Source: an optimization exercise on an open RTL-to-GDS flow (aim: small area, a short achievable clock period and few clock cycles). Production flows keep margins and buffers that such runs may drop.
The RTL was checked by simulation tests, not by an equivalence proof against the original design.

## run 1
## armCore
module armCore (
	input  logic        clk,
	input  logic        reset,
	input  logic [31:0] readData,
	output logic        memWrite,
	output logic [31:0] adr,
	output logic [31:0] writeData
);
Settings: LEC_CHECK=0, CAP_MARGIN=20, CORE_MARGIN=2, CORE_UTILIZATION=60, SLEW_MARGIN=20, TNS_END_PERCENT=10; clock period 14.0 ns.
standard.sh (not shown) runs the stock make flow with config.mk's settings and CLKGATE_MAP_FILE= SYNTH_SCRIPT=/design/flow/synth_recipe.tcl, a recipe that flattens the netlist after the stock synthesis.
==> flow/flow/run.sh <==
#!/bin/bash
# Standard layout (the standard.sh: ORFS from the standard synthesis to
# finish), with two changes passed to ORFS's make:
#  - repair_timing aims for the setup slack margin in flow/margin.txt (ns),
#    at each stage where the standard flow repairs timing;
#  - clock tree synthesis inserts no dummy loads.
# Each tool's output goes to standard.log and ORFS's own logs under orfs/logs.
set -euo pipefail
MARGIN=$(cat flow/margin.txt)
bash standard.sh SETUP_SLACK_MARGIN=$MARGIN \
	"CTS_ARGS=-sink_clustering_enable -repair_clock_nets -dont_use_dummy_load" \
	finish > standard.log 2>&1
==> flow/flow/margin.txt <==
10
Run 1 finished every step from synthesis to the final layout, and the layout passed the timing, DRC and antenna checks.
Testbench counts of run 1, summed over its fixed seeds: cycles 23,856.
What run 2 does differently from run 1 at the input level:
Settings: TNS_END_PERCENT: 10 -> 0.
==> flow/flow/margin.txt <==
9.5
Findings:
- The final layouts of run 2 and run 1 pass the timing, DRC and antenna checks.
- On worst path setup slack after routing: between run 2 and run 1, it ends up lower for run 1.
- Run comparison: run 1 cell group occupying the most layout area multi-input combinational cells; run 2 cell group occupying the most layout area registers
- Higher non-clock buffer count was reported by run 1, not run 2.
- Run 2 reports its start point of the critical path as selB[4]$_SDFFCE_PP0P_ while run 1 reports ir[29]$_DFFE_PP_.
### run 2 -> run 3
Settings: TNS_END_PERCENT: 0 -> 10.
==> flow/flow/margin.txt <==
9.1
==> notes.md <==
- Delta (run 3 minus run 2): first-iteration DRC count saw an increase; met3 demand-to-capacity share in global routing shows a reduction of 0.65 points.
- Cmp run 2 and run 3 / share of the clock period used by the worst path / higher: run 3
- Run 3 vs. run 2: utilization shrank by 0.56 points, ratio of routed vias to standard cells held steady.
- Between run 2 and run 3, the fraction of area in clock buffers and inverters figures differ only marginally.
- The multi-input gate share of the layout cell area of run 2 and that of run 3 are within noise of each other.
- Number of antenna violations at the first check in global routing for run 3: 8 up relative to run 2
- Status: met1 global-route usage parity (run 3, run 2)

Starting RTL as in the previous note.
clock: 14.0 ns
lec_check: 0
cap_margin: 20
core_margin: 2
core_utilization: 60
setup_slack_margin: 5
slew_margin: 20
tns_end_percent: 10
run.sh (not shown) runs the stock make flow with config.mk's settings and CLKGATE_MAP_FILE= SYNTH_SCRIPT=/design/flow/synth_recipe.tcl, a recipe that flattens the netlist after the stock synthesis.
Stock flow here: none of the scripts above is used.
The starting point completed with no timing, DRC or antenna violations.
Testbench counts at the start, summed over its fixed seeds: cycles 23,856.
Edit:
==> flow/flow/run.sh (new file) <==
#!/bin/bash
# Standard layout (the standard.sh: ORFS from the standard synthesis to
# finish), with two changes passed to ORFS's make:
#  - repair_timing aims for the setup slack margin in flow/margin.txt (ns),
#    at each stage where the standard flow repairs timing;
#  - clock tree synthesis inserts no dummy loads.
# Each tool's output goes to standard.log and ORFS's own logs under orfs/logs.
set -euo pipefail
MARGIN=$(cat flow/margin.txt)
bash standard.sh SETUP_SLACK_MARGIN=$MARGIN \
	"CTS_ARGS=-sink_clustering_enable -repair_clock_nets -dont_use_dummy_load" \
	finish > standard.log 2>&1
==> flow/flow/margin.txt (new file) <==
9.5
==> flow/standard.sh (new file) <==
#!/bin/bash
# synth_recipe.tcl (not shown) runs the flow's synth.tcl, then flattens the netlist and writes it again
# the make line also repeats each setting of config.mk as NAME=value (left out here)
make -C /OpenROAD-flow-scripts/flow DESIGN_CONFIG=/design/flow/config.mk WORK_HOME=/design/flow/orfs CLKGATE_MAP_FILE= SYNTH_SCRIPT=/design/flow/synth_recipe.tcl "${@:-finish}"
SETUP_SLACK_MARGIN = default   (was 5)
removed: flow/run.sh
=> The new run finished clean. Via count came out higher by about 1.7%. Routed wire length came out higher by about 2.4%. Design area came out higher by 1.5%. Sequential share of layout area came out lower by 0.63 points. Core utilization came out higher by 1.0 points. Sequential cell count is unchanged. Worst setup slack is better by 1.6 ns. Maximum frequency came out higher by 32%.

-- afterwards: timing with drivers on the ports --
In the flow no input, the clock included, has a driving cell. The finished layouts below were timed again as built, in two steps.
Step 1 assumes that a clkbuf_16 drives the clock port and a buf_2 every other input.
Step 2 times the ports against the registers' clock, not the clock port: input delays grow and output delays shrink by t, the midpoint of the rising clock arrivals with the driver on.
a / b / c = ideal / step 1 / step 2; a / b = the first two.
run	shift t [ns]	setup slack, ns	pins driven straight from the clock port
run 1	0.699	9.086 / 9.086 / 8.762	1
run 2	0.699	9.127 / 9.127 / 8.594	1
run 3	0.700	8.849 / 8.783 / 8.345	1
the first run of note 2	0.701	7.625 / 7.625 / 7.625	1
the second run of note 2	0.701	9.177 / 9.124 / 8.621	1
After both steps setup and hold are still met in every run listed. The setup slack of the second run of note 2, which loses most, moves by -0.053 ns with the drivers and by -0.556 ns with both steps.
